From an optimization exercise on the open Yosys and OpenROAD flow, aimed at small area and a short achievable clock period; shortcuts taken in it are not production practice. No functional check of the RTL was part of any run shown here. Power and IR drop assume default switching activity.

==> flow/design.v, too long to show whole: its modules and the start of the top module <==
// module pwl_transform_engine: 945 lines
module pwl_transform_engine (
  input  logic        clock,
  input  logic        rst_n,
  input  logic        tbl_wr,
  input  logic [3:0]  tbl_addr,
  input  logic [11:0] tbl_m,
  input  logic [11:0] tbl_c,
  input  logic        cal_begin,
  output logic        cal_busy,
  output logic        cal_valid,
  input  logic        in_valid,
  input  logic [11:0] indata,
  output logic        out_valid,
  output logic [11:0] outdata
);
  // ...
==> flow/flow/run.sh <==
#!/bin/bash
# The standard layout (standard.sh: unchanged synthesis and ORFS steps) with two changes
# to how the layout is made, both set on make's command line:
# - SETUP_SLACK_MARGIN (flow/margin.txt): ORFS's timing repair aims for this much setup slack
#   at the design's clock period;
# - CTS_ARGS (flow/cts_args.txt): clock tree synthesis options (no dummy loads, buffer list).
# make's full output goes to flow_make.log here; ORFS keeps each step's log under orfs/logs/.
set -euo pipefail
MARGIN=$(cat flow/margin.txt)
CTS=$(cat flow/cts_args.txt)
sed "s|^make -C|make SETUP_SLACK_MARGIN=$MARGIN 'CTS_ARGS=$CTS' -C|" standard.sh > standard_own.sh
bash standard_own.sh > flow_make.log 2>&1
==> flow/flow/cts_args.txt <==
-sink_clustering_enable -repair_clock_nets -dont_use_dummy_load -buf_list sky130_fd_sc_hd__clkbuf_8
==> flow/flow/margin.txt <==
6.3
==> flow/standard.sh <==
#!/bin/bash
# synth_recipe.tcl (not shown) runs the flow's synth.tcl, then flattens the netlist and writes it again
# the make line also repeats each setting of config.mk as NAME=value (left out here)
make -C /OpenROAD-flow-scripts/flow DESIGN_CONFIG=/design/flow/config.mk WORK_HOME=/design/flow/orfs CLKGATE_MAP_FILE= SYNTH_SCRIPT=/design/flow/synth_recipe.tcl "${@:-finish}"
==> flow/config.mk <==
export PLATFORM = sky130hd
export DESIGN_NAME = pwl_transform_engine
export DESIGN_NICKNAME = pwl_transform_engine
export VERILOG_FILES = /design/flow/design.v
export SDC_FILE = /design/flow/constraint.sdc
export NUM_CORES = 4
export LEC_CHECK = 0
export ABC_AREA = 1
export CAP_MARGIN = 20
export CORE_MARGIN = 2
export CORE_UTILIZATION = 60
export SLEW_MARGIN = 20
==> flow/constraint.sdc <==
create_clock -name core_clock -period 10.0 [get_ports {clock}]
set_input_delay 2.0000 -clock core_clock [delete_from_list [all_inputs] [get_ports {clock}]]
set_output_delay 2.0000 -clock core_clock [all_outputs]
set_load 0.01 [all_outputs]
==> flow_summary.toml, run 1 <==
[yosys]
yosys_warnings = 7
synth_area_um2 = 56900
syn_nets = 6096
synth_xor_area_share_pct = 2.168

[floorplanning]
pin_count = 60
die_w_um = 312.0

[timing]
grt_setup_unrepaired = "yes"
maxSlewViolCount = 0
period_needed_ps = 3831
finalHoldViolCount = 0
tns_ps = 0

[outcome]
outcome = "timing/DRC/antenna clean"

[critical_path]
r2r_slack_ps = 6170
path_common_cell = "nand4_1"
start_kind = "register"

[route]
dr.max_layer_used = "met5"
post_drt_via_cell_ratio = 6.350
wl_met2_um = 85410

[power_and_ir_drop]
pg_clk_mw = 3.89

[global_routing]
gr-usage-all-layers_pct = 39.89
grt_pass1_vias = 43064

[cells_and_area]
fin_util_pct = 68.05
fin_area_um2 = 63700
multi_input_area_share_pct = 33.91

[clock_tree]
cts_hold_buf = 0
==> run 2: changes to the inputs <==
==> flow/design.v (replaced) <==
module pwl_transform_engine (
  input  logic        clock,
  input  logic        rst_n,
  input  logic        tbl_wr,
  input  logic [3:0]  tbl_addr,
  input  logic [11:0] tbl_m,
  input  logic [11:0] tbl_c,
  input  logic        cal_begin,
  output logic        cal_busy,
  output logic        cal_valid,
  input  logic        in_valid,
  input  logic [11:0] indata,
  output logic        out_valid,
  output logic [11:0] outdata
);
  logic        busy_q, pre_a_q, pre_b_q, pre_c_q, div_q, finm_q, holdm_q, fin_q, hold_q;
  logic        vm_q, valid_q;
  logic [3:0]  cnt_q, seg_q;
  logic [15:0] rsel_q;
  logic        start, seg_end, last_seg, adv, radv;
  assign start    = cal_begin & ~busy_q;
  assign seg_end  = div_q & (cnt_q == 4'd11);
  assign last_seg = seg_q == 4'd14;
  assign adv      = pre_b_q | (div_q & (cnt_q == 4'd10));
  assign radv     = pre_a_q | (div_q & (cnt_q == 4'd9));
  always_ff @(posedge clock or negedge rst_n) begin
    if (!rst_n) begin
      busy_q  <= 1'b0;
      pre_a_q <= 1'b0;
      pre_b_q <= 1'b0;
      pre_c_q <= 1'b0;
      div_q   <= 1'b0;
      finm_q  <= 1'b0;
      holdm_q <= 1'b1;
      fin_q   <= 1'b0;
      hold_q  <= 1'b1;
      vm_q    <= 1'b0;
      valid_q <= 1'b0;
      cnt_q   <= '0;
      seg_q   <= '0;
    end else begin
      pre_a_q <= start;
      pre_b_q <= pre_a_q;
      pre_c_q <= pre_b_q;
      if (pre_c_q)                  div_q <= 1'b1;
      else if (seg_end && last_seg) div_q <= 1'b0;
      finm_q  <= div_q & last_seg & (cnt_q == 4'd10);
      holdm_q <= ~(div_q & last_seg & (cnt_q == 4'd10));
      fin_q   <= finm_q;
      hold_q  <= ~finm_q;
      if (start)      busy_q <= 1'b1;
      else if (fin_q) busy_q <= 1'b0;
      if (finm_q) vm_q <= 1'b1;
      if (fin_q)  valid_q <= 1'b1;
      if (div_q) cnt_q <= seg_end ? 4'd0 : cnt_q + 4'd1;
      if (start)        seg_q <= '0;
      else if (seg_end) seg_q <= seg_q + 4'd1;
    end
  end
  logic [11:0] pm_q [16];
  logic [11:0] pc_q [16];
  logic [15:0] pv_q;
  always_ff @(posedge clock or negedge rst_n) begin
    if (!rst_n) pv_q <= '0;
    else if (tbl_wr && !busy_q) pv_q[tbl_addr] <= 1'b1;
  end
  always_ff @(posedge clock) begin
    if (tbl_wr && !busy_q) begin
      pm_q[tbl_addr] <= tbl_m;
      pc_q[tbl_addr] <= tbl_c;
    end
  end
  always_ff @(posedge clock) begin
    if (start)     rsel_q <= 16'd1;
    else if (radv) rsel_q <= {rsel_q[14:0], rsel_q[15]};
  end
  logic [11:0] rd_m, rd_c, rd_m_q, rd_c_q, pr_m_q, pr_c_q;
  always_comb begin
    rd_m = '0;
    rd_c = '0;
    for (int i = 0; i < 16; i++) begin
      if (rsel_q[i] && pv_q[i]) begin
        rd_m = rd_m | pm_q[i];
        rd_c = rd_c | pc_q[i];
      end
    end
  end
  always_ff @(posedge clock) begin
    rd_m_q <= rd_m;
    rd_c_q <= rd_c;
    if (adv) begin
      pr_m_q <= rd_m_q;
      pr_c_q <= rd_c_q;
    end
  end
  logic signed [12:0] dm, dcp, dcn;
  logic [11:0]        dmv_q, adc_q;
  logic               dpos_q, neg_q;
  assign dm  = $signed({1'b0, rd_m_q}) - $signed({1'b0, pr_m_q});
  assign dcp = $signed({1'b0, rd_c_q}) - $signed({1'b0, pr_c_q});
  assign dcn = $signed({1'b0, pr_c_q}) - $signed({1'b0, rd_c_q});
  always_ff @(posedge clock) begin
    dmv_q  <= dm[11:0];
    dpos_q <= rd_m_q > pr_m_q;
    neg_q  <= dcp[12];
    adc_q  <= dcp[12] ? dcn[11:0] : dcp[11:0];
  end
  logic [11:0] r_q;
  logic        clamp_q, clamp, nbit, ge, bit_in;
  logic [12:0] t, tsub;
  assign clamp = (dmv_q[11:5] == 7'd0) && (adc_q[11:7] >= dmv_q[4:0]);
  always_comb begin
    case (cnt_q)
      4'd1:    nbit = adc_q[6];
      4'd2:    nbit = adc_q[5];
      4'd3:    nbit = adc_q[4];
      4'd4:    nbit = adc_q[3];
      4'd5:    nbit = adc_q[2];
      4'd6:    nbit = adc_q[1];
      4'd7:    nbit = adc_q[0];
      default: nbit = 1'b0;
    endcase
    t      = {r_q, nbit};
    tsub   = t - {1'b0, dmv_q};
    ge     = ~tsub[12];
    bit_in = (cnt_q == 4'd0) ? (neg_q & dpos_q) : (dpos_q & (clamp_q | ge));
  end
  always_ff @(posedge clock) begin
    if (cnt_q == 4'd0) begin
      r_q     <= {7'd0, adc_q[11:7]};
      clamp_q <= clamp;
    end else begin
      r_q     <= ge ? tsub[11:0] : t[11:0];
    end
  end
  logic [179:0] sr_q;
  always_ff @(posedge clock) sr_q <= {sr_q[178:0], bit_in};
  logic [11:0] am_q [16];
  logic [11:0] ac_q [16];
  logic [11:0] as_q [15];
  always_ff @(posedge clock) begin
    for (int i = 0; i < 16; i++) begin
      am_q[i] <= (pm_q[i] & {12{finm_q & pv_q[i]}}) | (am_q[i] & {12{holdm_q}});
      ac_q[i] <= (pc_q[i] & {12{fin_q & pv_q[i]}}) | (ac_q[i] & {12{hold_q}});
    end
    for (int i = 0; i < 15; i++)
      as_q[i] <= (sr_q[12*(14-i) +: 12] & {12{fin_q}}) | (as_q[i] & {12{hold_q}});
  end
  logic        v1_q, v2_q, v3_q;
  logic [11:0] x_q, m_q;
  logic [15:0] ge_x, top, sel1, sel_q;
  logic        zs_q;
  logic        below;
  logic [11:0] m1;
  function automatic logic ge12(input logic [11:0] a, input logic [11:0] b);
    logic [11:0] g, p;
    logic [5:0]  g1, p1;
    logic [2:0]  g2, p2;
    g = a & ~b;
    p = a | ~b;
    g[0] = p[0];
    for (int k = 0; k < 6; k++) begin
      g1[k] = g[2*k+1] | (p[2*k+1] & g[2*k]);
      p1[k] = p[2*k+1] & p[2*k];
    end
    for (int k = 0; k < 3; k++) begin
      g2[k] = g1[2*k+1] | (p1[2*k+1] & g1[2*k]);
      p2[k] = p1[2*k+1] & p1[2*k];
    end
    ge12 = g2[2] | (p2[2] & g2[1]) | (p2[2] & p2[1] & g2[0]);
  endfunction
  logic [15:0] lt;
  logic [3:0]  any, gtop;
  logic [11:0] mg [4];
  always_comb begin
    for (int i = 0; i < 16; i++) ge_x[i] = ge12(indata, am_q[i]);
    below = ~ge_x[0];
    for (int g = 0; g < 4; g++) begin
      any[g] = |ge_x[4*g +: 4];
      for (int j = 0; j < 4; j++) begin
        lt[4*g+j] = ge_x[4*g+j];
        for (int k = j + 1; k < 4; k++) lt[4*g+j] = lt[4*g+j] & ~ge_x[4*g+k];
      end
      mg[g] = '0;
      for (int j = 0; j < 4; j++) mg[g] = mg[g] | (am_q[4*g+j] & {12{lt[4*g+j]}});
    end
    for (int g = 0; g < 4; g++) begin
      gtop[g] = any[g];
      for (int h = g + 1; h < 4; h++) gtop[g] = gtop[g] & ~any[h];
    end
    m1 = '0;
    for (int g = 0; g < 4; g++) m1 = m1 | (mg[g] & {12{gtop[g]}});
    for (int i = 0; i < 16; i++) top[i] = lt[i] & gtop[i/4];
    for (int i = 0; i < 16; i++) sel1[i] = vm_q & (below ? (i == 0) : top[i]);
  end
  always_ff @(posedge clock) begin
    x_q   <= indata;
    m_q   <= m1;
    sel_q <= sel1;
    zs_q  <= below;
  end
  logic [11:0] off, c_sel, s_sel;
  logic [10:0] mag;
  logic        sgn;
  logic [12:0] pp0, pp1, pp2, pp3, pp4, pp5;
  logic        bo0, bo1, bo2, bo3, bo4, bo5, bt0, bt1, bt2, bt3, bt4, bt5;
  logic        bn0, bn1, bn2, bn3, bn4, bn5;
  logic [24:0] row0, row1, row2;
  logic [11:0] tlow;
  logic        c12, hz0, hz1, hn0, hn1;
  always_comb begin
    c_sel = '0;
    s_sel = '0;
    for (int i = 0; i < 16; i++) c_sel = c_sel | (ac_q[i] & {12{sel_q[i]}});
    for (int i = 0; i < 15; i++) s_sel = s_sel | (as_q[i] & {12{sel_q[i]}});
  end
  assign mag = s_sel[10:0] & {11{~zs_q}};
  assign sgn = s_sel[11] & ~zs_q;
  logic sop0, sop1, sop2, sop3, sop4, sop5, sop6, sop7,
        sop8, sop9, sop10, sop11, sog0, sog1, sog2, sog3,
        sog4, sog5, sog6, sog7, sog8, sog9, sog10, sog11,
        soG0i, soG0_1, soG0_2, soP0_2, soG0_3, soP0_3, soG0_4, soP0_4,
        soG0_5, soP0_5, soG0_6, soP0_6, soG0_7, soP0_7, soG0_8, soP0_8,
        soG0_9, soP0_9, soG0_10, soP0_10, soG0_11, soP0_11, soG1_2, soG1_3,
        soG1_4, soP1_4, soG1_5, soP1_5, soG1_6, soP1_6, soG1_7, soP1_7,
        soG1_8, soP1_8, soG1_9, soP1_9, soG1_10, soP1_10, soG1_11, soP1_11,
        soG2_4, soG2_5, soG2_6, soG2_7, soG2_8, soP2_8, soG2_9, soP2_9,
        soG2_10, soP2_10, soG2_11, soP2_11, soG3_8, soG3_9, soG3_10, soG3_11,
        sos0, sos1, sos2, sos3, sos4, sos5, sos6, sos7,
        sos8, sos9, sos10, sos11, q0s, q0c, q1s, q1c,
        q2s, q2c, q3s, q3c, q4s, q4c, q5s, q5c,
        q6s, q6c, t0s, t0c, t1s, t1c, t2s, t2c,
        t3s, t3c, t4s, t4c, t5s, t5c, t6s, t6c,
        t7s, t7c, t8s, t8c, t9s, t9c, t10s, t10c,
        t11s, t11c, t12s, t12c, t13s, t13c, t14s, t14c,
        t15s, t15c, t16s, t16c, t17s, t17c, t18s, t18c,
        t19s, t19c, t20s, t20c, t21s, t21c, t22s, t22c,
        t23s, t23c, t24s, t24c, t25s, t25c, t26s, t26c,
        t27s, t27c, t28s, t28c, t29s, t29c, t30s, t30c,
        t31s, t31c, t32s, t32c, t33s, t33c, t34s, t34c,
        t35s, t35c, u0s, u0c, u1s, u1c, u2s, u2c,
        u3s, u3c, u4s, u4c, u5s, u5c, u6s, u6c,
        u7s, u7c, u8s, u8c, u9s, u9c, u10s, u10c,
        u11s, u11c, u12s, u12c, u13s, u13c, u14s, u14c,
        u15s, u15c, u16s, u16c, u17s, u17c, u18s, u18c,
        u19s, u19c, u20s, u20c, u21s, u21c, u22s, u22c,
        u23s, u23c, u24s, u24c, u25s, u25c, u26s, u26c,
        u27s, u27c, u28s, u28c, u29s, u29c, u30s, u30c,
        u31s, u31c, u32s, u32c, u33s, u33c, u34s, u34c,
        u35s, u35c, u36s, u36c, u37s, u37c, u38s, u38c,
        u39s, u39c, u40s, u40c, u41s, u41c, slp0, slp1,
        slp2, slp3, slp4, slp5, slp6, slp7, slp8, slp9,
        slp10, slp11, slg0, slg1, slg2, slg3, slg4, slg5,
        slg6, slg7, slg8, slg9, slg10, slg11, slG0_1, slG0_2,
        slP0_2, slG0_3, slP0_3, slG0_4, slP0_4, slG0_5, slP0_5, slG0_6,
        slP0_6, slG0_7, slP0_7, slG0_8, slP0_8, slG0_9, slP0_9, slG0_10,
        slP0_10, slG0_11, slP0_11, slG1_2, slG1_3, slG1_4, slP1_4, slG1_5,
        slP1_5, slG1_6, slP1_6, slG1_7, slP1_7, slG1_8, slP1_8, slG1_9,
        slP1_9, slG1_10, slP1_10, slG1_11, slP1_11, slG2_4, slG2_5, slG2_6,
        slG2_7, slG2_8, slP2_8, slG2_9, slP2_9, slG2_10, slP2_10, slG2_11,
        slP2_11, slG3_8, slG3_9, slG3_10, slG3_11, sls0, sls1, sls2,
        sls3, sls4, sls5, sls6, sls7, sls8, sls9, sls10,
        sls11, cg0, cg1, cg2, cg3, cg4, cg5, cg6,
        cg7, cg8, cg9, cg10, cg11, cp0, cp1, cp2,
        cp3, cp4, cp5, cp6, cp7, cp8, cp9, cp10,
        cp11, hx0, hx1, hx2, hx3, hx4, hx5, hx6,
        hx7, hx8, ho0, ho1, ho2, ho3, ho4, ho5,
        ho6, ho7, ho8, sh0p0, sh0p1, sh0p2, sh0p3, sh0p4,
        sh0p5, sh0p6, sh0p7, sh0p8, sh0g0, sh0g1, sh0g2, sh0g3,
        sh0g4, sh0g5, sh0g6, sh0g7, sh0g8, sh0G0_1, sh0G0_2, sh0P0_2,
        sh0G0_3, sh0P0_3, sh0G0_4, sh0P0_4, sh0G0_5, sh0P0_5, sh0G0_6, sh0P0_6,
        sh0G0_7, sh0P0_7, sh0G0_8, sh0P0_8, sh0G1_2, sh0G1_3, sh0G1_4, sh0P1_4,
        sh0G1_5, sh0P1_5, sh0G1_6, sh0P1_6, sh0G1_7, sh0P1_7, sh0G1_8, sh0P1_8,
        sh0G2_4, sh0G2_5, sh0G2_6, sh0G2_7, sh0G2_8, sh0P2_8, sh0G3_8, sh0s0,
        sh0s1, sh0s2, sh0s3, sh0s4, sh0s5, sh0s6, sh0s7, sh0s8,
        sh1p0, sh1p1, sh1p2, sh1p3, sh1p4, sh1p5, sh1p6, sh1p7,
        sh1p8, sh1g0, sh1g1, sh1g2, sh1g3, sh1g4, sh1g5, sh1g6,
        sh1g7, sh1g8, sh1G0i, sh1G0_1, sh1G0_2, sh1P0_2, sh1G0_3, sh1P0_3,
        sh1G0_4, sh1P0_4, sh1G0_5, sh1P0_5, sh1G0_6, sh1P0_6, sh1G0_7, sh1P0_7,
        sh1G0_8, sh1P0_8, sh1G1_2, sh1G1_3, sh1G1_4, sh1P1_4, sh1G1_5, sh1P1_5,
        sh1G1_6, sh1P1_6, sh1G1_7, sh1P1_7, sh1G1_8, sh1P1_8, sh1G2_4, sh1G2_5,
        sh1G2_6, sh1G2_7, sh1G2_8, sh1P2_8, sh1G3_8, sh1s0, sh1s1, sh1s2,
        sh1s3, sh1s4, sh1s5, sh1s6, sh1s7, sh1s8;
  assign sop0 = x_q[0] ^ ~m_q[0];
  assign sog0 = x_q[0] & ~m_q[0];
  assign sop1 = x_q[1] ^ ~m_q[1];
  assign sog1 = x_q[1] & ~m_q[1];
  assign sop2 = x_q[2] ^ ~m_q[2];
  assign sog2 = x_q[2] & ~m_q[2];
  assign sop3 = x_q[3] ^ ~m_q[3];
  assign sog3 = x_q[3] & ~m_q[3];
  assign sop4 = x_q[4] ^ ~m_q[4];
  assign sog4 = x_q[4] & ~m_q[4];
  assign sop5 = x_q[5] ^ ~m_q[5];
  assign sog5 = x_q[5] & ~m_q[5];
  assign sop6 = x_q[6] ^ ~m_q[6];
  assign sog6 = x_q[6] & ~m_q[6];
  assign sop7 = x_q[7] ^ ~m_q[7];
  assign sog7 = x_q[7] & ~m_q[7];
  assign sop8 = x_q[8] ^ ~m_q[8];
  assign sog8 = x_q[8] & ~m_q[8];
  assign sop9 = x_q[9] ^ ~m_q[9];
  assign sog9 = x_q[9] & ~m_q[9];
  assign sop10 = x_q[10] ^ ~m_q[10];
  assign sog10 = x_q[10] & ~m_q[10];
  assign sop11 = x_q[11] ^ ~m_q[11];
  assign sog11 = x_q[11] & ~m_q[11];
  assign soG0i = sog0 | (sop0 & 1'b1);
  assign soG0_1 = sog1 | (sop1 & soG0i);
  assign soG0_2 = sog2 | (sop2 & sog1);
  assign soP0_2 = sop2 & sop1;
  assign soG0_3 = sog3 | (sop3 & sog2);
  assign soP0_3 = sop3 & sop2;
  assign soG0_4 = sog4 | (sop4 & sog3);
  assign soP0_4 = sop4 & sop3;
  assign soG0_5 = sog5 | (sop5 & sog4);
  assign soP0_5 = sop5 & sop4;
  assign soG0_6 = sog6 | (sop6 & sog5);
  assign soP0_6 = sop6 & sop5;
  assign soG0_7 = sog7 | (sop7 & sog6);
  assign soP0_7 = sop7 & sop6;
  assign soG0_8 = sog8 | (sop8 & sog7);
  assign soP0_8 = sop8 & sop7;
  assign soG0_9 = sog9 | (sop9 & sog8);
  assign soP0_9 = sop9 & sop8;
  assign soG0_10 = sog10 | (sop10 & sog9);
  assign soP0_10 = sop10 & sop9;
  assign soG0_11 = sog11 | (sop11 & sog10);
  assign soP0_11 = sop11 & sop10;
  assign soG1_2 = soG0_2 | (soP0_2 & soG0i);
  assign soG1_3 = soG0_3 | (soP0_3 & soG0_1);
  assign soG1_4 = soG0_4 | (soP0_4 & soG0_2);
  assign soP1_4 = soP0_4 & soP0_2;
  assign soG1_5 = soG0_5 | (soP0_5 & soG0_3);
  assign soP1_5 = soP0_5 & soP0_3;
  assign soG1_6 = soG0_6 | (soP0_6 & soG0_4);
  assign soP1_6 = soP0_6 & soP0_4;
  assign soG1_7 = soG0_7 | (soP0_7 & soG0_5);
  assign soP1_7 = soP0_7 & soP0_5;
  assign soG1_8 = soG0_8 | (soP0_8 & soG0_6);
  assign soP1_8 = soP0_8 & soP0_6;
  assign soG1_9 = soG0_9 | (soP0_9 & soG0_7);
  assign soP1_9 = soP0_9 & soP0_7;
  assign soG1_10 = soG0_10 | (soP0_10 & soG0_8);
  assign soP1_10 = soP0_10 & soP0_8;
  assign soG1_11 = soG0_11 | (soP0_11 & soG0_9);
  assign soP1_11 = soP0_11 & soP0_9;
  assign soG2_4 = soG1_4 | (soP1_4 & soG0i);
  assign soG2_5 = soG1_5 | (soP1_5 & soG0_1);
  assign soG2_6 = soG1_6 | (soP1_6 & soG1_2);
  assign soG2_7 = soG1_7 | (soP1_7 & soG1_3);
  assign soG2_8 = soG1_8 | (soP1_8 & soG1_4);
  assign soP2_8 = soP1_8 & soP1_4;
  assign soG2_9 = soG1_9 | (soP1_9 & soG1_5);
  assign soP2_9 = soP1_9 & soP1_5;
  assign soG2_10 = soG1_10 | (soP1_10 & soG1_6);
  assign soP2_10 = soP1_10 & soP1_6;
  assign soG2_11 = soG1_11 | (soP1_11 & soG1_7);
  assign soP2_11 = soP1_11 & soP1_7;
  assign soG3_8 = soG2_8 | (soP2_8 & soG0i);
  assign soG3_9 = soG2_9 | (soP2_9 & soG0_1);
  assign soG3_10 = soG2_10 | (soP2_10 & soG1_2);
  assign soG3_11 = soG2_11 | (soP2_11 & soG1_3);
  assign sos0 = sop0 ^ 1'b1;
  assign sos1 = sop1 ^ soG0i;
  assign sos2 = sop2 ^ soG0_1;
  assign sos3 = sop3 ^ soG1_2;
  assign sos4 = sop4 ^ soG1_3;
  assign sos5 = sop5 ^ soG2_4;
  assign sos6 = sop6 ^ soG2_5;
  assign sos7 = sop7 ^ soG2_6;
  assign sos8 = sop8 ^ soG2_7;
  assign sos9 = sop9 ^ soG3_8;
  assign sos10 = sop10 ^ soG3_9;
  assign sos11 = sop11 ^ soG3_10;
  assign off = {sos11, sos10, sos9, sos8, sos7, sos6, sos5, sos4, sos3, sos2, sos1, sos0};
  assign bo0 = mag[0] ^ 1'b0;
  assign bt0 = (mag[1] & ~mag[0] & ~1'b0) | (~mag[1] & mag[0] & 1'b0);
  assign bn0 = mag[1] ^ sgn;
  assign pp0[0] = ((bo0 & off[0])) ^ bn0;
  assign pp0[1] = ((bo0 & off[1]) | (bt0 & off[0])) ^ bn0;
  assign pp0[2] = ((bo0 & off[2]) | (bt0 & off[1])) ^ bn0;
  assign pp0[3] = ((bo0 & off[3]) | (bt0 & off[2])) ^ bn0;
  assign pp0[4] = ((bo0 & off[4]) | (bt0 & off[3])) ^ bn0;
  assign pp0[5] = ((bo0 & off[5]) | (bt0 & off[4])) ^ bn0;
  assign pp0[6] = ((bo0 & off[6]) | (bt0 & off[5])) ^ bn0;
  assign pp0[7] = ((bo0 & off[7]) | (bt0 & off[6])) ^ bn0;
  assign pp0[8] = ((bo0 & off[8]) | (bt0 & off[7])) ^ bn0;
  assign pp0[9] = ((bo0 & off[9]) | (bt0 & off[8])) ^ bn0;
  assign pp0[10] = ((bo0 & off[10]) | (bt0 & off[9])) ^ bn0;
  assign pp0[11] = ((bo0 & off[11]) | (bt0 & off[10])) ^ bn0;
  assign pp0[12] = ((bt0 & off[11])) ^ bn0;
  assign bo1 = mag[2] ^ mag[1];
  assign bt1 = (mag[3] & ~mag[2] & ~mag[1]) | (~mag[3] & mag[2] & mag[1]);
  assign bn1 = mag[3] ^ sgn;
  assign pp1[0] = ((bo1 & off[0])) ^ bn1;
  assign pp1[1] = ((bo1 & off[1]) | (bt1 & off[0])) ^ bn1;
  assign pp1[2] = ((bo1 & off[2]) | (bt1 & off[1])) ^ bn1;
  assign pp1[3] = ((bo1 & off[3]) | (bt1 & off[2])) ^ bn1;
  assign pp1[4] = ((bo1 & off[4]) | (bt1 & off[3])) ^ bn1;
  assign pp1[5] = ((bo1 & off[5]) | (bt1 & off[4])) ^ bn1;
  assign pp1[6] = ((bo1 & off[6]) | (bt1 & off[5])) ^ bn1;
  assign pp1[7] = ((bo1 & off[7]) | (bt1 & off[6])) ^ bn1;
  assign pp1[8] = ((bo1 & off[8]) | (bt1 & off[7])) ^ bn1;
  assign pp1[9] = ((bo1 & off[9]) | (bt1 & off[8])) ^ bn1;
  assign pp1[10] = ((bo1 & off[10]) | (bt1 & off[9])) ^ bn1;
  assign pp1[11] = ((bo1 & off[11]) | (bt1 & off[10])) ^ bn1;
  assign pp1[12] = ((bt1 & off[11])) ^ bn1;
  assign bo2 = mag[4] ^ mag[3];
  assign bt2 = (mag[5] & ~mag[4] & ~mag[3]) | (~mag[5] & mag[4] & mag[3]);
  assign bn2 = mag[5] ^ sgn;
  assign pp2[0] = ((bo2 & off[0])) ^ bn2;
  assign pp2[1] = ((bo2 & off[1]) | (bt2 & off[0])) ^ bn2;
  assign pp2[2] = ((bo2 & off[2]) | (bt2 & off[1])) ^ bn2;
  assign pp2[3] = ((bo2 & off[3]) | (bt2 & off[2])) ^ bn2;
  assign pp2[4] = ((bo2 & off[4]) | (bt2 & off[3])) ^ bn2;
  assign pp2[5] = ((bo2 & off[5]) | (bt2 & off[4])) ^ bn2;
  assign pp2[6] = ((bo2 & off[6]) | (bt2 & off[5])) ^ bn2;
  assign pp2[7] = ((bo2 & off[7]) | (bt2 & off[6])) ^ bn2;
  assign pp2[8] = ((bo2 & off[8]) | (bt2 & off[7])) ^ bn2;
  assign pp2[9] = ((bo2 & off[9]) | (bt2 & off[8])) ^ bn2;
  assign pp2[10] = ((bo2 & off[10]) | (bt2 & off[9])) ^ bn2;
  assign pp2[11] = ((bo2 & off[11]) | (bt2 & off[10])) ^ bn2;
  assign pp2[12] = ((bt2 & off[11])) ^ bn2;
  assign bo3 = mag[6] ^ mag[5];
  assign bt3 = (mag[7] & ~mag[6] & ~mag[5]) | (~mag[7] & mag[6] & mag[5]);
  assign bn3 = mag[7] ^ sgn;
  assign pp3[0] = ((bo3 & off[0])) ^ bn3;
  assign pp3[1] = ((bo3 & off[1]) | (bt3 & off[0])) ^ bn3;
  assign pp3[2] = ((bo3 & off[2]) | (bt3 & off[1])) ^ bn3;
  assign pp3[3] = ((bo3 & off[3]) | (bt3 & off[2])) ^ bn3;
  assign pp3[4] = ((bo3 & off[4]) | (bt3 & off[3])) ^ bn3;
  assign pp3[5] = ((bo3 & off[5]) | (bt3 & off[4])) ^ bn3;
  assign pp3[6] = ((bo3 & off[6]) | (bt3 & off[5])) ^ bn3;
  assign pp3[7] = ((bo3 & off[7]) | (bt3 & off[6])) ^ bn3;
  assign pp3[8] = ((bo3 & off[8]) | (bt3 & off[7])) ^ bn3;
  assign pp3[9] = ((bo3 & off[9]) | (bt3 & off[8])) ^ bn3;
  assign pp3[10] = ((bo3 & off[10]) | (bt3 & off[9])) ^ bn3;
  assign pp3[11] = ((bo3 & off[11]) | (bt3 & off[10])) ^ bn3;
  assign pp3[12] = ((bt3 & off[11])) ^ bn3;
  assign bo4 = mag[8] ^ mag[7];
  assign bt4 = (mag[9] & ~mag[8] & ~mag[7]) | (~mag[9] & mag[8] & mag[7]);
  assign bn4 = mag[9] ^ sgn;
  assign pp4[0] = ((bo4 & off[0])) ^ bn4;
  assign pp4[1] = ((bo4 & off[1]) | (bt4 & off[0])) ^ bn4;
  assign pp4[2] = ((bo4 & off[2]) | (bt4 & off[1])) ^ bn4;
  assign pp4[3] = ((bo4 & off[3]) | (bt4 & off[2])) ^ bn4;
  assign pp4[4] = ((bo4 & off[4]) | (bt4 & off[3])) ^ bn4;
  assign pp4[5] = ((bo4 & off[5]) | (bt4 & off[4])) ^ bn4;
  assign pp4[6] = ((bo4 & off[6]) | (bt4 & off[5])) ^ bn4;
  assign pp4[7] = ((bo4 & off[7]) | (bt4 & off[6])) ^ bn4;
  assign pp4[8] = ((bo4 & off[8]) | (bt4 & off[7])) ^ bn4;
  assign pp4[9] = ((bo4 & off[9]) | (bt4 & off[8])) ^ bn4;
  assign pp4[10] = ((bo4 & off[10]) | (bt4 & off[9])) ^ bn4;
  assign pp4[11] = ((bo4 & off[11]) | (bt4 & off[10])) ^ bn4;
  assign pp4[12] = ((bt4 & off[11])) ^ bn4;
  assign bo5 = mag[10] ^ mag[9];
  assign bt5 = (1'b0 & ~mag[10] & ~mag[9]) | (~1'b0 & mag[10] & mag[9]);
  assign bn5 = 1'b0 ^ sgn;
  assign pp5[0] = ((bo5 & off[0])) ^ bn5;
  assign pp5[1] = ((bo5 & off[1]) | (bt5 & off[0])) ^ bn5;
  assign pp5[2] = ((bo5 & off[2]) | (bt5 & off[1])) ^ bn5;
  assign pp5[3] = ((bo5 & off[3]) | (bt5 & off[2])) ^ bn5;
  assign pp5[4] = ((bo5 & off[4]) | (bt5 & off[3])) ^ bn5;
  assign pp5[5] = ((bo5 & off[5]) | (bt5 & off[4])) ^ bn5;
  assign pp5[6] = ((bo5 & off[6]) | (bt5 & off[5])) ^ bn5;
  assign pp5[7] = ((bo5 & off[7]) | (bt5 & off[6])) ^ bn5;
  assign pp5[8] = ((bo5 & off[8]) | (bt5 & off[7])) ^ bn5;
  assign pp5[9] = ((bo5 & off[9]) | (bt5 & off[8])) ^ bn5;
  assign pp5[10] = ((bo5 & off[10]) | (bt5 & off[9])) ^ bn5;
  assign pp5[11] = ((bo5 & off[11]) | (bt5 & off[10])) ^ bn5;
  assign pp5[12] = ((bt5 & off[11])) ^ bn5;
  assign q0s = pp0[0] ^ bn0;
  assign q0c = pp0[0] & bn0;
  assign q1s = pp0[2] ^ pp1[0] ^ bn1;
  assign q1c = (pp0[2] & pp1[0]) | (pp0[2] & bn1) | (pp1[0] & bn1);
  assign q2s = pp0[3] ^ pp1[1];
  assign q2c = pp0[3] & pp1[1];
  assign q3s = pp0[1] ^ q0c;
  assign q3c = pp0[1] & q0c;
  assign q4s = q1c ^ q2s;
  assign q4c = q1c & q2s;
  assign q5s = q1s ^ q3c;
  assign q5c = q1s & q3c;
  assign q6s = q4s ^ q5c;
  assign q6c = q4s & q5c;
  assign t0s = pp0[4] ^ pp1[2] ^ pp2[0];
  assign t0c = (pp0[4] & pp1[2]) | (pp0[4] & pp2[0]) | (pp1[2] & pp2[0]);
  assign t1s = pp0[8] ^ pp1[6];
  assign t1c = pp0[8] & pp1[6];
  assign t2s = pp0[9] ^ pp1[7] ^ pp2[5];
  assign t2c = (pp0[9] & pp1[7]) | (pp0[9] & pp2[5]) | (pp1[7] & pp2[5]);
  assign t3s = pp0[10] ^ pp1[8] ^ pp2[6];
  assign t3c = (pp0[10] & pp1[8]) | (pp0[10] & pp2[6]) | (pp1[8] & pp2[6]);
  assign t4s = pp3[4] ^ pp4[2];
  assign t4c = pp3[4] & pp4[2];
  assign t5s = pp0[11] ^ pp1[9] ^ pp2[7];
  assign t5c = (pp0[11] & pp1[9]) | (pp0[11] & pp2[7]) | (pp1[9] & pp2[7]);
  assign t6s = pp3[5] ^ pp4[3] ^ pp5[1];
  assign t6c = (pp3[5] & pp4[3]) | (pp3[5] & pp5[1]) | (pp4[3] & pp5[1]);
  assign t7s = pp0[12] ^ pp1[10] ^ pp2[8];
  assign t7c = (pp0[12] & pp1[10]) | (pp0[12] & pp2[8]) | (pp1[10] & pp2[8]);
  assign t8s = pp3[6] ^ pp4[4] ^ pp5[2];
  assign t8c = (pp3[6] & pp4[4]) | (pp3[6] & pp5[2]) | (pp4[4] & pp5[2]);
  assign t9s = pp1[11] ^ pp2[9] ^ pp3[7];
  assign t9c = (pp1[11] & pp2[9]) | (pp1[11] & pp3[7]) | (pp2[9] & pp3[7]);
  assign t10s = pp4[5] ^ pp5[3] ^ bn0;
  assign t10c = (pp4[5] & pp5[3]) | (pp4[5] & bn0) | (pp5[3] & bn0);
  assign t11s = pp1[12] ^ pp2[10] ^ pp3[8];
  assign t11c = (pp1[12] & pp2[10]) | (pp1[12] & pp3[8]) | (pp2[10] & pp3[8]);
  assign t12s = pp4[6] ^ pp5[4] ^ bn0;
  assign t12c = (pp4[6] & pp5[4]) | (pp4[6] & bn0) | (pp5[4] & bn0);
  assign t13s = ~bn1 ^ pp2[11] ^ pp3[9];
  assign t13c = (~bn1 & pp2[11]) | (~bn1 & pp3[9]) | (pp2[11] & pp3[9]);
  assign t14s = pp4[7] ^ pp5[5] ^ ~bn0;
  assign t14c = (pp4[7] & pp5[5]) | (pp4[7] & ~bn0) | (pp5[5] & ~bn0);
  assign t15s = pp2[12] ^ pp3[10] ^ pp4[8];
  assign t15c = (pp2[12] & pp3[10]) | (pp2[12] & pp4[8]) | (pp3[10] & pp4[8]);
  assign t16s = pp5[6] ^ 1'b1;
  assign t16c = pp5[6] & 1'b1;
  assign t17s = ~bn2 ^ pp3[11] ^ pp4[9];
  assign t17c = (~bn2 & pp3[11]) | (~bn2 & pp4[9]) | (pp3[11] & pp4[9]);
  assign t18s = pp3[12] ^ pp4[10];
  assign t18c = pp3[12] & pp4[10];
  assign t19s = q2c ^ q4c;
  assign t19c = q2c & q4c;
  assign t20s = pp0[5] ^ pp1[3] ^ pp2[1];
  assign t20c = (pp0[5] & pp1[3]) | (pp0[5] & pp2[1]) | (pp1[3] & pp2[1]);
  assign t21s = pp0[6] ^ pp1[4] ^ pp2[2];
  assign t21c = (pp0[6] & pp1[4]) | (pp0[6] & pp2[2]) | (pp1[4] & pp2[2]);
  assign t22s = pp0[7] ^ pp1[5] ^ pp2[3];
  assign t22c = (pp0[7] & pp1[5]) | (pp0[7] & pp2[3]) | (pp1[5] & pp2[3]);
  assign t23s = pp2[4] ^ pp3[2] ^ pp4[0];
  assign t23c = (pp2[4] & pp3[2]) | (pp2[4] & pp4[0]) | (pp3[2] & pp4[0]);
  assign t24s = pp3[3] ^ pp4[1] ^ t1c;
  assign t24c = (pp3[3] & pp4[1]) | (pp3[3] & t1c) | (pp4[1] & t1c);
  assign t25s = pp5[0] ^ t2c ^ t3s;
  assign t25c = (pp5[0] & t2c) | (pp5[0] & t3s) | (t2c & t3s);
  assign t26s = t3c ^ t4c ^ t5s;
  assign t26c = (t3c & t4c) | (t3c & t5s) | (t4c & t5s);
  assign t27s = t5c ^ t6c ^ t7s;
  assign t27c = (t5c & t6c) | (t5c & t7s) | (t6c & t7s);
  assign t28s = t7c ^ t8c ^ t9s;
  assign t28c = (t7c & t8c) | (t7c & t9s) | (t8c & t9s);
  assign t29s = t9c ^ t10c ^ t11s;
  assign t29c = (t9c & t10c) | (t9c & t11s) | (t10c & t11s);
  assign t30s = t11c ^ t12c ^ t13s;
  assign t30c = (t11c & t12c) | (t11c & t13s) | (t12c & t13s);
  assign t31s = t13c ^ t14c ^ t15s;
  assign t31c = (t13c & t14c) | (t13c & t15s) | (t14c & t15s);
  assign t32s = pp5[7] ^ t15c ^ t16c;
  assign t32c = (pp5[7] & t15c) | (pp5[7] & t16c) | (t15c & t16c);
  assign t33s = pp5[8] ^ 1'b1 ^ t17c;
  assign t33c = (pp5[8] & 1'b1) | (pp5[8] & t17c) | (1'b1 & t17c);
  assign t34s = ~bn3 ^ pp4[11] ^ pp5[9];
  assign t34c = (~bn3 & pp4[11]) | (~bn3 & pp5[9]) | (pp4[11] & pp5[9]);
  assign t35s = pp4[12] ^ pp5[10];
  assign t35c = pp4[12] & pp5[10];
  assign row0 = {1'b1, ~bn5, pp5[12], ~bn4, 1'b1, t18c, t18s, t17s, t16s, t14s, t12s, t10s, t8s, t6s, t4s, t2s, t1s, pp3[1], pp3[0], t0c, q6c, 1'b0, 1'b0, 1'b0, 1'b0};
  assign row1 = {1'b0, 1'b0, 1'b1, pp5[11], t34c, t33c, t32c, t31c, t30c, t29c, t28c, t27c, t26c, t25c, t24c, t23c, t22c, t21c, t20c, t19c, t0s, 1'b0, 1'b0, 1'b0, 1'b0};
  assign row2 = {1'b0, 1'b0, 1'b0, t35c, t35s, t34s, t33s, t32s, t31s, t30s, t29s, t28s, t27s, t26s, t25s, t24s, t23s, t22s, t21s, t20s, t19s, 1'b0, 1'b0, 1'b0, 1'b0};
  assign u0s = r0_q[4] ^ r1_q[4];
  assign u0c = r0_q[4] & r1_q[4];
  assign u1s = r0_q[5] ^ r1_q[5] ^ r2_q[5];
  assign u1c = (r0_q[5] & r1_q[5]) | (r0_q[5] & r2_q[5]) | (r1_q[5] & r2_q[5]);
  assign u2s = r0_q[6] ^ r1_q[6] ^ r2_q[6];
  assign u2c = (r0_q[6] & r1_q[6]) | (r0_q[6] & r2_q[6]) | (r1_q[6] & r2_q[6]);
  assign u3s = r0_q[7] ^ r1_q[7] ^ r2_q[7];
  assign u3c = (r0_q[7] & r1_q[7]) | (r0_q[7] & r2_q[7]) | (r1_q[7] & r2_q[7]);
  assign u4s = r0_q[8] ^ r1_q[8] ^ r2_q[8];
  assign u4c = (r0_q[8] & r1_q[8]) | (r0_q[8] & r2_q[8]) | (r1_q[8] & r2_q[8]);
  assign u5s = r0_q[9] ^ r1_q[9] ^ r2_q[9];
  assign u5c = (r0_q[9] & r1_q[9]) | (r0_q[9] & r2_q[9]) | (r1_q[9] & r2_q[9]);
  assign u6s = r0_q[10] ^ r1_q[10] ^ r2_q[10];
  assign u6c = (r0_q[10] & r1_q[10]) | (r0_q[10] & r2_q[10]) | (r1_q[10] & r2_q[10]);
  assign u7s = r0_q[11] ^ r1_q[11] ^ r2_q[11];
  assign u7c = (r0_q[11] & r1_q[11]) | (r0_q[11] & r2_q[11]) | (r1_q[11] & r2_q[11]);
  assign u8s = r0_q[12] ^ r1_q[12] ^ r2_q[12];
  assign u8c = (r0_q[12] & r1_q[12]) | (r0_q[12] & r2_q[12]) | (r1_q[12] & r2_q[12]);
  assign u9s = r0_q[13] ^ r1_q[13] ^ r2_q[13];
  assign u9c = (r0_q[13] & r1_q[13]) | (r0_q[13] & r2_q[13]) | (r1_q[13] & r2_q[13]);
  assign u10s = r0_q[14] ^ r1_q[14] ^ r2_q[14];
  assign u10c = (r0_q[14] & r1_q[14]) | (r0_q[14] & r2_q[14]) | (r1_q[14] & r2_q[14]);
  assign u11s = r0_q[15] ^ r1_q[15] ^ r2_q[15];
  assign u11c = (r0_q[15] & r1_q[15]) | (r0_q[15] & r2_q[15]) | (r1_q[15] & r2_q[15]);
  assign u12s = r0_q[16] ^ r1_q[16] ^ r2_q[16];
  assign u12c = (r0_q[16] & r1_q[16]) | (r0_q[16] & r2_q[16]) | (r1_q[16] & r2_q[16]);
  assign u13s = r0_q[17] ^ r1_q[17];
  assign u13c = r0_q[17] & r1_q[17];
  assign u14s = r0_q[18] ^ r1_q[18];
  assign u14c = r0_q[18] & r1_q[18];
  assign u15s = r0_q[19] ^ r1_q[19];
  assign u15c = r0_q[19] & r1_q[19];
  assign u16s = r0_q[20] ^ r1_q[20];
  assign u16c = r0_q[20] & r1_q[20];
  assign u17s = r0_q[21] ^ r1_q[21];
  assign u17c = r0_q[21] & r1_q[21];
  assign u18s = r0_q[22] ^ r1_q[22];
  assign u18c = r0_q[22] & r1_q[22];
  assign u19s = r0_q[23] ^ r1_q[23];
  assign u19c = r0_q[23] & r1_q[23];
  assign u20s = r0_q[24] ^ r1_q[24];
  assign u20c = r0_q[24] & r1_q[24];
  assign u21s = r2_q[4] ^ c3_q[0];
  assign u21c = r2_q[4] & c3_q[0];
  assign u22s = c3_q[1] ^ u0c ^ u1s;
  assign u22c = (c3_q[1] & u0c) | (c3_q[1] & u1s) | (u0c & u1s);
  assign u23s = c3_q[2] ^ u1c ^ u2s;
  assign u23c = (c3_q[2] & u1c) | (c3_q[2] & u2s) | (u1c & u2s);
  assign u24s = c3_q[3] ^ u2c ^ u3s;
  assign u24c = (c3_q[3] & u2c) | (c3_q[3] & u3s) | (u2c & u3s);
  assign u25s = c3_q[4] ^ u3c ^ u4s;
  assign u25c = (c3_q[4] & u3c) | (c3_q[4] & u4s) | (u3c & u4s);
  assign u26s = c3_q[5] ^ u4c ^ u5s;
  assign u26c = (c3_q[5] & u4c) | (c3_q[5] & u5s) | (u4c & u5s);
  assign u27s = c3_q[6] ^ u5c ^ u6s;
  assign u27c = (c3_q[6] & u5c) | (c3_q[6] & u6s) | (u5c & u6s);
  assign u28s = c3_q[7] ^ u6c ^ u7s;
  assign u28c = (c3_q[7] & u6c) | (c3_q[7] & u7s) | (u6c & u7s);
  assign u29s = c3_q[8] ^ u7c ^ u8s;
  assign u29c = (c3_q[8] & u7c) | (c3_q[8] & u8s) | (u7c & u8s);
  assign u30s = c3_q[9] ^ u8c ^ u9s;
  assign u30c = (c3_q[9] & u8c) | (c3_q[9] & u9s) | (u8c & u9s);
  assign u31s = c3_q[10] ^ u9c ^ u10s;
  assign u31c = (c3_q[10] & u9c) | (c3_q[10] & u10s) | (u9c & u10s);
  assign u32s = c3_q[11] ^ u10c ^ u11s;
  assign u32c = (c3_q[11] & u10c) | (c3_q[11] & u11s) | (u10c & u11s);
  assign u33s = c3_q[12] ^ u11c ^ u12s;
  assign u33c = (c3_q[12] & u11c) | (c3_q[12] & u12s) | (u11c & u12s);
  assign u34s = r2_q[17] ^ u12c ^ u13s;
  assign u34c = (r2_q[17] & u12c) | (r2_q[17] & u13s) | (u12c & u13s);
  assign u35s = r2_q[18] ^ u13c ^ u14s;
  assign u35c = (r2_q[18] & u13c) | (r2_q[18] & u14s) | (u13c & u14s);
  assign u36s = r2_q[19] ^ u14c ^ u15s;
  assign u36c = (r2_q[19] & u14c) | (r2_q[19] & u15s) | (u14c & u15s);
  assign u37s = r2_q[20] ^ u15c ^ u16s;
  assign u37c = (r2_q[20] & u15c) | (r2_q[20] & u16s) | (u15c & u16s);
  assign u38s = r2_q[21] ^ u16c ^ u17s;
  assign u38c = (r2_q[21] & u16c) | (r2_q[21] & u17s) | (u16c & u17s);
  assign u39s = r2_q[22] ^ u17c ^ u18s;
  assign u39c = (r2_q[22] & u17c) | (r2_q[22] & u18s) | (u17c & u18s);
  assign u40s = r2_q[23] ^ u18c ^ u19s;
  assign u40c = (r2_q[23] & u18c) | (r2_q[23] & u19s) | (u18c & u19s);
  assign u41s = r2_q[24] ^ u19c ^ u20s;
  assign u41c = (r2_q[24] & u19c) | (r2_q[24] & u20s) | (u19c & u20s);
  assign slp0 = u0s ^ u21s;
  assign slg0 = u0s & u21s;
  assign slp1 = u21c ^ u22s;
  assign slg1 = u21c & u22s;
  assign slp2 = u22c ^ u23s;
  assign slg2 = u22c & u23s;
  assign slp3 = u23c ^ u24s;
  assign slg3 = u23c & u24s;
  assign slp4 = u24c ^ u25s;
  assign slg4 = u24c & u25s;
  assign slp5 = u25c ^ u26s;
  assign slg5 = u25c & u26s;
  assign slp6 = u26c ^ u27s;
  assign slg6 = u26c & u27s;
  assign slp7 = u27c ^ u28s;
  assign slg7 = u27c & u28s;
  assign slp8 = u28c ^ u29s;
  assign slg8 = u28c & u29s;
  assign slp9 = u29c ^ u30s;
  assign slg9 = u29c & u30s;
  assign slp10 = u30c ^ u31s;
  assign slg10 = u30c & u31s;
  assign slp11 = u31c ^ u32s;
  assign slg11 = u31c & u32s;
  assign slG0_1 = slg1 | (slp1 & slg0);
  assign slG0_2 = slg2 | (slp2 & slg1);
  assign slP0_2 = slp2 & slp1;
  assign slG0_3 = slg3 | (slp3 & slg2);
  assign slP0_3 = slp3 & slp2;
  assign slG0_4 = slg4 | (slp4 & slg3);
  assign slP0_4 = slp4 & slp3;
  assign slG0_5 = slg5 | (slp5 & slg4);
  assign slP0_5 = slp5 & slp4;
  assign slG0_6 = slg6 | (slp6 & slg5);
  assign slP0_6 = slp6 & slp5;
  assign slG0_7 = slg7 | (slp7 & slg6);
  assign slP0_7 = slp7 & slp6;
  assign slG0_8 = slg8 | (slp8 & slg7);
  assign slP0_8 = slp8 & slp7;
  assign slG0_9 = slg9 | (slp9 & slg8);
  assign slP0_9 = slp9 & slp8;
  assign slG0_10 = slg10 | (slp10 & slg9);
  assign slP0_10 = slp10 & slp9;
  assign slG0_11 = slg11 | (slp11 & slg10);
  assign slP0_11 = slp11 & slp10;
  assign slG1_2 = slG0_2 | (slP0_2 & slg0);
  assign slG1_3 = slG0_3 | (slP0_3 & slG0_1);
  assign slG1_4 = slG0_4 | (slP0_4 & slG0_2);
  assign slP1_4 = slP0_4 & slP0_2;
  assign slG1_5 = slG0_5 | (slP0_5 & slG0_3);
  assign slP1_5 = slP0_5 & slP0_3;
  assign slG1_6 = slG0_6 | (slP0_6 & slG0_4);
  assign slP1_6 = slP0_6 & slP0_4;
  assign slG1_7 = slG0_7 | (slP0_7 & slG0_5);
  assign slP1_7 = slP0_7 & slP0_5;
  assign slG1_8 = slG0_8 | (slP0_8 & slG0_6);
  assign slP1_8 = slP0_8 & slP0_6;
  assign slG1_9 = slG0_9 | (slP0_9 & slG0_7);
  assign slP1_9 = slP0_9 & slP0_7;
  assign slG1_10 = slG0_10 | (slP0_10 & slG0_8);
  assign slP1_10 = slP0_10 & slP0_8;
  assign slG1_11 = slG0_11 | (slP0_11 & slG0_9);
  assign slP1_11 = slP0_11 & slP0_9;
  assign slG2_4 = slG1_4 | (slP1_4 & slg0);
  assign slG2_5 = slG1_5 | (slP1_5 & slG0_1);
  assign slG2_6 = slG1_6 | (slP1_6 & slG1_2);
  assign slG2_7 = slG1_7 | (slP1_7 & slG1_3);
  assign slG2_8 = slG1_8 | (slP1_8 & slG1_4);
  assign slP2_8 = slP1_8 & slP1_4;
  assign slG2_9 = slG1_9 | (slP1_9 & slG1_5);
  assign slP2_9 = slP1_9 & slP1_5;
  assign slG2_10 = slG1_10 | (slP1_10 & slG1_6);
  assign slP2_10 = slP1_10 & slP1_6;
  assign slG2_11 = slG1_11 | (slP1_11 & slG1_7);
  assign slP2_11 = slP1_11 & slP1_7;
  assign slG3_8 = slG2_8 | (slP2_8 & slg0);
  assign slG3_9 = slG2_9 | (slP2_9 & slG0_1);
  assign slG3_10 = slG2_10 | (slP2_10 & slG1_2);
  assign slG3_11 = slG2_11 | (slP2_11 & slG1_3);
  assign sls0 = slp0 ^ 1'b0;
  assign sls1 = slp1 ^ slg0;
  assign sls2 = slp2 ^ slG0_1;
  assign sls3 = slp3 ^ slG1_2;
  assign sls4 = slp4 ^ slG1_3;
  assign sls5 = slp5 ^ slG2_4;
  assign sls6 = slp6 ^ slG2_5;
  assign sls7 = slp7 ^ slG2_6;
  assign sls8 = slp8 ^ slG2_7;
  assign sls9 = slp9 ^ slG3_8;
  assign sls10 = slp10 ^ slG3_9;
  assign sls11 = slp11 ^ slG3_10;
  assign cg0 = u0s & u21s;
  assign cp0 = u0s ^ u21s;
  assign cg1 = u21c & u22s;
  assign cp1 = u21c ^ u22s;
  assign cg2 = u22c & u23s;
  assign cp2 = u22c ^ u23s;
  assign cg3 = u23c & u24s;
  assign cp3 = u23c ^ u24s;
  assign cg4 = u24c & u25s;
  assign cp4 = u24c ^ u25s;
  assign cg5 = u25c & u26s;
  assign cp5 = u25c ^ u26s;
  assign cg6 = u26c & u27s;
  assign cp6 = u26c ^ u27s;
  assign cg7 = u27c & u28s;
  assign cp7 = u27c ^ u28s;
  assign cg8 = u28c & u29s;
  assign cp8 = u28c ^ u29s;
  assign cg9 = u29c & u30s;
  assign cp9 = u29c ^ u30s;
  assign cg10 = u30c & u31s;
  assign cp10 = u30c ^ u31s;
  assign cg11 = u31c & u32s;
  assign cp11 = u31c ^ u32s;
  assign c12 = (cp1 & cp2 & cp3 & cp4 & cp5 & cp6 & cp7 & cp8 & cp9 & cp10 & cp11 & cg0) | (cp2 & cp3 & cp4 & cp5 & cp6 & cp7 & cp8 & cp9 & cp10 & cp11 & cg1) | (cp3 & cp4 & cp5 & cp6 & cp7 & cp8 & cp9 & cp10 & cp11 & cg2) | (cp4 & cp5 & cp6 & cp7 & cp8 & cp9 & cp10 & cp11 & cg3) | (cp5 & cp6 & cp7 & cp8 & cp9 & cp10 & cp11 & cg4) | (cp6 & cp7 & cp8 & cp9 & cp10 & cp11 & cg5) | (cp7 & cp8 & cp9 & cp10 & cp11 & cg6) | (cp8 & cp9 & cp10 & cp11 & cg7) | (cp9 & cp10 & cp11 & cg8) | (cp10 & cp11 & cg9) | (cp11 & cg10) | (cg11);
  assign hx0 = u32c ^ u33s;
  assign ho0 = u32c | u33s;
  assign hx1 = u33c ^ u34s;
  assign ho1 = u33c | u34s;
  assign hx2 = u34c ^ u35s;
  assign ho2 = u34c | u35s;
  assign hx3 = u35c ^ u36s;
  assign ho3 = u35c | u36s;
  assign hx4 = u36c ^ u37s;
  assign ho4 = u36c | u37s;
  assign hx5 = u37c ^ u38s;
  assign ho5 = u37c | u38s;
  assign hx6 = u38c ^ u39s;
  assign ho6 = u38c | u39s;
  assign hx7 = u39c ^ u40s;
  assign ho7 = u39c | u40s;
  assign hx8 = u40c ^ u41s;
  assign ho8 = u40c | u41s;
  assign hz0 = ~hx0 & (hx1 ~^ ho0) & (hx2 ~^ ho1) & (hx3 ~^ ho2) & (hx4 ~^ ho3) & (hx5 ~^ ho4) & (hx6 ~^ ho5) & (hx7 ~^ ho6) & (hx8 ~^ ho7);
  assign hz1 = hx0 & hx1 & hx2 & hx3 & hx4 & hx5 & hx6 & hx7 & hx8;
  assign sh0p0 = u32c ^ u33s;
  assign sh0g0 = u32c & u33s;
  assign sh0p1 = u33c ^ u34s;
  assign sh0g1 = u33c & u34s;
  assign sh0p2 = u34c ^ u35s;
  assign sh0g2 = u34c & u35s;
  assign sh0p3 = u35c ^ u36s;
  assign sh0g3 = u35c & u36s;
  assign sh0p4 = u36c ^ u37s;
  assign sh0g4 = u36c & u37s;
  assign sh0p5 = u37c ^ u38s;
  assign sh0g5 = u37c & u38s;
  assign sh0p6 = u38c ^ u39s;
  assign sh0g6 = u38c & u39s;
  assign sh0p7 = u39c ^ u40s;
  assign sh0g7 = u39c & u40s;
  assign sh0p8 = u40c ^ u41s;
  assign sh0g8 = u40c & u41s;
  assign sh0G0_1 = sh0g1 | (sh0p1 & sh0g0);
  assign sh0G0_2 = sh0g2 | (sh0p2 & sh0g1);
  assign sh0P0_2 = sh0p2 & sh0p1;
  assign sh0G0_3 = sh0g3 | (sh0p3 & sh0g2);
  assign sh0P0_3 = sh0p3 & sh0p2;
  assign sh0G0_4 = sh0g4 | (sh0p4 & sh0g3);
  assign sh0P0_4 = sh0p4 & sh0p3;
  assign sh0G0_5 = sh0g5 | (sh0p5 & sh0g4);
  assign sh0P0_5 = sh0p5 & sh0p4;
  assign sh0G0_6 = sh0g6 | (sh0p6 & sh0g5);
  assign sh0P0_6 = sh0p6 & sh0p5;
  assign sh0G0_7 = sh0g7 | (sh0p7 & sh0g6);
  assign sh0P0_7 = sh0p7 & sh0p6;
  assign sh0G0_8 = sh0g8 | (sh0p8 & sh0g7);
  assign sh0P0_8 = sh0p8 & sh0p7;
  assign sh0G1_2 = sh0G0_2 | (sh0P0_2 & sh0g0);
  assign sh0G1_3 = sh0G0_3 | (sh0P0_3 & sh0G0_1);
  assign sh0G1_4 = sh0G0_4 | (sh0P0_4 & sh0G0_2);
  assign sh0P1_4 = sh0P0_4 & sh0P0_2;
  assign sh0G1_5 = sh0G0_5 | (sh0P0_5 & sh0G0_3);
  assign sh0P1_5 = sh0P0_5 & sh0P0_3;
  assign sh0G1_6 = sh0G0_6 | (sh0P0_6 & sh0G0_4);
  assign sh0P1_6 = sh0P0_6 & sh0P0_4;
  assign sh0G1_7 = sh0G0_7 | (sh0P0_7 & sh0G0_5);
  assign sh0P1_7 = sh0P0_7 & sh0P0_5;
  assign sh0G1_8 = sh0G0_8 | (sh0P0_8 & sh0G0_6);
  assign sh0P1_8 = sh0P0_8 & sh0P0_6;
  assign sh0G2_4 = sh0G1_4 | (sh0P1_4 & sh0g0);
  assign sh0G2_5 = sh0G1_5 | (sh0P1_5 & sh0G0_1);
  assign sh0G2_6 = sh0G1_6 | (sh0P1_6 & sh0G1_2);
  assign sh0G2_7 = sh0G1_7 | (sh0P1_7 & sh0G1_3);
  assign sh0G2_8 = sh0G1_8 | (sh0P1_8 & sh0G1_4);
  assign sh0P2_8 = sh0P1_8 & sh0P1_4;
  assign sh0G3_8 = sh0G2_8 | (sh0P2_8 & sh0g0);
  assign sh0s0 = sh0p0 ^ 1'b0;
  assign sh0s1 = sh0p1 ^ sh0g0;
  assign sh0s2 = sh0p2 ^ sh0G0_1;
  assign sh0s3 = sh0p3 ^ sh0G1_2;
  assign sh0s4 = sh0p4 ^ sh0G1_3;
  assign sh0s5 = sh0p5 ^ sh0G2_4;
  assign sh0s6 = sh0p6 ^ sh0G2_5;
  assign sh0s7 = sh0p7 ^ sh0G2_6;
  assign sh0s8 = sh0p8 ^ sh0G2_7;
  assign sh1p0 = u32c ^ u33s;
  assign sh1g0 = u32c & u33s;
  assign sh1p1 = u33c ^ u34s;
  assign sh1g1 = u33c & u34s;
  assign sh1p2 = u34c ^ u35s;
  assign sh1g2 = u34c & u35s;
  assign sh1p3 = u35c ^ u36s;
  assign sh1g3 = u35c & u36s;
  assign sh1p4 = u36c ^ u37s;
  assign sh1g4 = u36c & u37s;
  assign sh1p5 = u37c ^ u38s;
  assign sh1g5 = u37c & u38s;
  assign sh1p6 = u38c ^ u39s;
  assign sh1g6 = u38c & u39s;
  assign sh1p7 = u39c ^ u40s;
  assign sh1g7 = u39c & u40s;
  assign sh1p8 = u40c ^ u41s;
  assign sh1g8 = u40c & u41s;
  assign sh1G0i = sh1g0 | (sh1p0 & 1'b1);
  assign sh1G0_1 = sh1g1 | (sh1p1 & sh1G0i);
  assign sh1G0_2 = sh1g2 | (sh1p2 & sh1g1);
  assign sh1P0_2 = sh1p2 & sh1p1;
  assign sh1G0_3 = sh1g3 | (sh1p3 & sh1g2);
  assign sh1P0_3 = sh1p3 & sh1p2;
  assign sh1G0_4 = sh1g4 | (sh1p4 & sh1g3);
  assign sh1P0_4 = sh1p4 & sh1p3;
  assign sh1G0_5 = sh1g5 | (sh1p5 & sh1g4);
  assign sh1P0_5 = sh1p5 & sh1p4;
  assign sh1G0_6 = sh1g6 | (sh1p6 & sh1g5);
  assign sh1P0_6 = sh1p6 & sh1p5;
  assign sh1G0_7 = sh1g7 | (sh1p7 & sh1g6);
  assign sh1P0_7 = sh1p7 & sh1p6;
  assign sh1G0_8 = sh1g8 | (sh1p8 & sh1g7);
  assign sh1P0_8 = sh1p8 & sh1p7;
  assign sh1G1_2 = sh1G0_2 | (sh1P0_2 & sh1G0i);
  assign sh1G1_3 = sh1G0_3 | (sh1P0_3 & sh1G0_1);
  assign sh1G1_4 = sh1G0_4 | (sh1P0_4 & sh1G0_2);
  assign sh1P1_4 = sh1P0_4 & sh1P0_2;
  assign sh1G1_5 = sh1G0_5 | (sh1P0_5 & sh1G0_3);
  assign sh1P1_5 = sh1P0_5 & sh1P0_3;
  assign sh1G1_6 = sh1G0_6 | (sh1P0_6 & sh1G0_4);
  assign sh1P1_6 = sh1P0_6 & sh1P0_4;
  assign sh1G1_7 = sh1G0_7 | (sh1P0_7 & sh1G0_5);
  assign sh1P1_7 = sh1P0_7 & sh1P0_5;
  assign sh1G1_8 = sh1G0_8 | (sh1P0_8 & sh1G0_6);
  assign sh1P1_8 = sh1P0_8 & sh1P0_6;
  assign sh1G2_4 = sh1G1_4 | (sh1P1_4 & sh1G0i);
  assign sh1G2_5 = sh1G1_5 | (sh1P1_5 & sh1G0_1);
  assign sh1G2_6 = sh1G1_6 | (sh1P1_6 & sh1G1_2);
  assign sh1G2_7 = sh1G1_7 | (sh1P1_7 & sh1G1_3);
  assign sh1G2_8 = sh1G1_8 | (sh1P1_8 & sh1G1_4);
  assign sh1P2_8 = sh1P1_8 & sh1P1_4;
  assign sh1G3_8 = sh1G2_8 | (sh1P2_8 & sh1G0i);
  assign sh1s0 = sh1p0 ^ 1'b1;
  assign sh1s1 = sh1p1 ^ sh1G0i;
  assign sh1s2 = sh1p2 ^ sh1G0_1;
  assign sh1s3 = sh1p3 ^ sh1G1_2;
  assign sh1s4 = sh1p4 ^ sh1G1_3;
  assign sh1s5 = sh1p5 ^ sh1G2_4;
  assign sh1s6 = sh1p6 ^ sh1G2_5;
  assign sh1s7 = sh1p7 ^ sh1G2_6;
  assign sh1s8 = sh1p8 ^ sh1G2_7;
  assign hn0 = sh0s8;
  assign hn1 = sh1s8;
  assign tlow = {sls11, sls10, sls9, sls8, sls7, sls6, sls5, sls4, sls3, sls2, sls1, sls0};
  logic [12:0] c2;
  assign c2 = {1'b0, c_sel} + {6'd0, bn5, 1'b0, bn4, 1'b0, bn3, 1'b0, bn2};
  logic [24:4] r0_q, r1_q, r2_q;
  logic [12:0] c3_q;
  always_ff @(posedge clock) begin
    r0_q  <= row0[24:4];
    r1_q  <= row1[24:4];
    r2_q  <= row2[24:4];
    c3_q  <= c2;
  end
  logic [11:0] res, out_q;
  logic        tneg, tzero;
  assign tneg  = c12 ? hn1 : hn0;
  assign tzero = c12 ? hz1 : hz0;
  assign res   = {12{~tneg}} & ({12{~tzero}} | tlow);
  always_ff @(posedge clock or negedge rst_n) begin
    if (!rst_n) begin
      v1_q <= 1'b0;
      v2_q <= 1'b0;
      v3_q <= 1'b0;
    end else begin
      v1_q <= in_valid;
      v2_q <= v1_q;
      v3_q <= v2_q;
    end
  end
  always_ff @(posedge clock) out_q <= res;
  assign cal_busy  = busy_q;
  assign cal_valid = valid_q;
  assign out_valid = v3_q;
  assign outdata   = out_q;
endmodule
==> flow/flow/cts_args.txt (replaced) <==
-sink_clustering_enable -repair_clock_nets -dont_use_dummy_load -buf_list sky130_fd_sc_hd__clkbuf_8 -sink_clustering_size 12 -sink_clustering_max_diameter 80
==> flow/flow/margin.txt (replaced) <==
6.5
==> run 2 against run 1 <==
Against the previous run:
- flip-flop and latch count fell by 7
- core utilization shrank 0.17 points
- non-clock buffer count up 95
- cell area rose by 1.1%
- worst hold slack better by 40 ps
- clock skew down 44 ps
- critical endpoint is now rd_c_q[6]
- highest routed layer unchanged
==> flow_summary.toml, run 2 <==
[timing]
setup-violations-final = 0
grt_setup_unrepaired = "yes"
skew_ps = 88.13
timing.final.crit_share_pct = 36.15
finalHoldViolCount = 0
slew_headroom_pct = 6.929
maxSlewViolCount = 0
period_needed_ps = 3615
fmax_ghz = 0.2766
tns_ps = 0

[worst_hold_path]
hold_start = "sr_q[72]"
hold_class = "reg -> reg"

[floorplanning]
start_util_pct = 60.40
die_area_um2 = 98000
pin_count = 60
die_w_um = 313.0
num_rows = 113

[cells_and_area]
layout_common_cells = "1265 x nand2_1, 934 x dfxtp_1, 768 x inv_1"
fin_cells = 7611
areaGrowthSynthToFinish_pct = 12.37

[outcome]
outcome = "timing/DRC/antenna clean"

[critical_path]
cp_slowest_cell = "o2111ai_1"
cp_cell_sequence = "nand2_1 -> buf_4 -> clkinv_1 -> nand2_1 -> o221ai_1 -> a2111oi_0 -> o2111ai_1"
reg2reg_from = "pv_q[7]"
required_ps = 10420
start_kind = "register"
arrival_ps = 4040
path_common_cell = "nand2_1"
critPathMaxFanout = 15
path_class = "reg -> reg"
r2r_slack_ps = 6380
r2r_end = "rd_c_q[6]"

[placed_design]
dp.cells = 7272
port_buffers = 59

[yosys]
yosys-top-cells-area = "dfxtp_1 33%, edfxtp_1 21%, nand2_1 8.6%, inv_1 5.2%, o22ai_1 3.8%"
synth_top_area_cell = "dfxtp_1"
synth_top_area_share_pct = 32.94
avgSynthCellArea_um2 = 9.322
ys_ff_latch = 1390
yosys_warnings = 5
synth_common_cells = "1317 x nand2_1, 943 x dfxtp_1, 789 x inv_1"
synthArstFlopShare_pct = 2.734
syn_nets = 6382
yosysUniqueCellTypes = 62
synth_area_um2 = 57300
yosysMostFrequentCell = "nand2_1"
synth_ff_type = "dfxtp_1"

[route]
post_drt_via_cell_ratio = 6.343
final_antenna_net_count = 0
drt_iter0_drc = 7719
routedWlPerCell_um = 28.25
wl_um = 215000
route.detailed.drc = 0
firstDrtPassIters = 6

[clock_tree]
clk_latency_ps = 870
clk_pin_slew_ps = 80
cts-root-buf = "clkbuf_8"
clkSinkCount = 1390
cts_made_buffers = 134
clockBufferDepth = 3
cts_hold_buf = 0

[power_and_ir_drop]
ir_drop_v = 0.0001518
powerDensity_nw_per_um2 = 140.5
p_leak_nw = 26.43

[global_routing]
grt_max_degree = 190
grt_pass1_wl_um = 299600
overflow = 0
antenna_found_initial = 20
grt_pass1_vias = 44513
gr-usage-all-layers_pct = 42.19

[run]
cap_violations = 0
[run 2: cell types whose count changed in the layout (fill, tap and decap cells not counted), sizes merged, moves of 21 or more]
cell / previous run / this run
o21ai: 391 / 429
a221oi: 85 / 61
a22o: 179 / 144
nor3: 45 / 22
o22ai: 318 / 347
o221ai: 29 / 5
nand3: 309 / 404
buf: 170 / 257
nand2: 994 / 1319
xor2: 116 / 79
inv: 771 / 800
o211ai: 48 / 6
clkbuf: 224 / 152
nand4: 65 / 44
[run 2: critical path, delay by kind of cell, from the launching register on]
kind	cells	cell delay (ps)
compound gates	3	1410
buf+inv	2	1090
flops	1	400
simple gates	2	320
[run 2: logic make-up after synthesis]
| family | Yosys count | share of synthesized area [%] |
|---|---|---|
| compound gates | 1316 | 14.87 |
| xor+xnor | 107 | 1.635 |
| fa+ha+maj | 190 | 5.000 |
| buf+inv | 1101 | 7.526 |
| flops | 1390 | 56.04 |
| simple gates | 2043 | 14.93 |
[run 2: final cells by class]
cell class	count	area, µm²
antenna	6	15.01
clock buffer	134	1844
fill	7524	30480
inverter	817	3317
multi-input combinational	3667	22220
sequential	1390	32150
tap	1265	1583
timing repair buffer	327	3224
timing repair inverter	5	41.29
[run 2: worst max-delay path by stage]
stage | startpoint | cells after the start | slack (ps) | to
6_report | pv_q[7] | 7 | 6380 | rd_c_q[6]
5_1_grt | sel_q[8] | 16 | 6430 | r2_q[11]
4_1_cts | tbl_addr[0] | 6 | 6240 | pm_q[4][10]
3_5_place_dp | indata[7] | 13 | 4460 | m_q[1]
3_3_place_gp | indata[7] | 16 | 4490 | m_q[3]
2_1_floorplan | tbl_addr[0] | 4 | 6150 | pc_q[12][0]
[run 2: timing repair]
action / in CTS / in global routing
buffers inserted: 81 / 88
resized for setup: 251 / 189
pin swaps: 32 / 76
setup endpoints to repair: 221 / 147
cloned: 12 / 18
[run 2: routing by layer]
metal	up-vias	wire [µm]	global-route usage [%]
met5	-	138	0
met4	20	14380	22.60
met3	754	32440	13.86
met2	3492	86970	59.58
met1	22809	81120	57.60
li1	21204	-	-
[run 2: where the power goes]
group          internal (mW)  switching, mW
registers               5.79        0.00189
clock network           1.20           1.84
logic                 0.0685          0.157
total                   7.05           2.00
[run 2: through the flow]
| stage | utilization [%] | hold slack [ps] | area [µm²] | setup slack (ps) |
|---|---|---|---|---|
| 3_3_place_gp | 62.37 | 332.4 | 59170 | 4491 |
| 3_5_place_dp | 62.38 | 335.6 | 59180 | 4460 |
| 4_1_cts | 66.18 | 321.7 | 62790 | 6239 |
| 2_1_floorplan | - | 331.1 | 57610 | 6146 |
| 6_report | 67.88 | 325.5 | 64390 | 6385 |
| 5_1_grt | 67.86 | 335.2 | 64380 | 6427 |

Setup slack of run 2, layout unchanged: 6.385 ns with ideal ports, 6.385 ns with driving cells assumed (clock clkbuf_16, inputs buf_2), 5.658 ns with port delays also shifted by the 0.905 ns mid clock arrival.
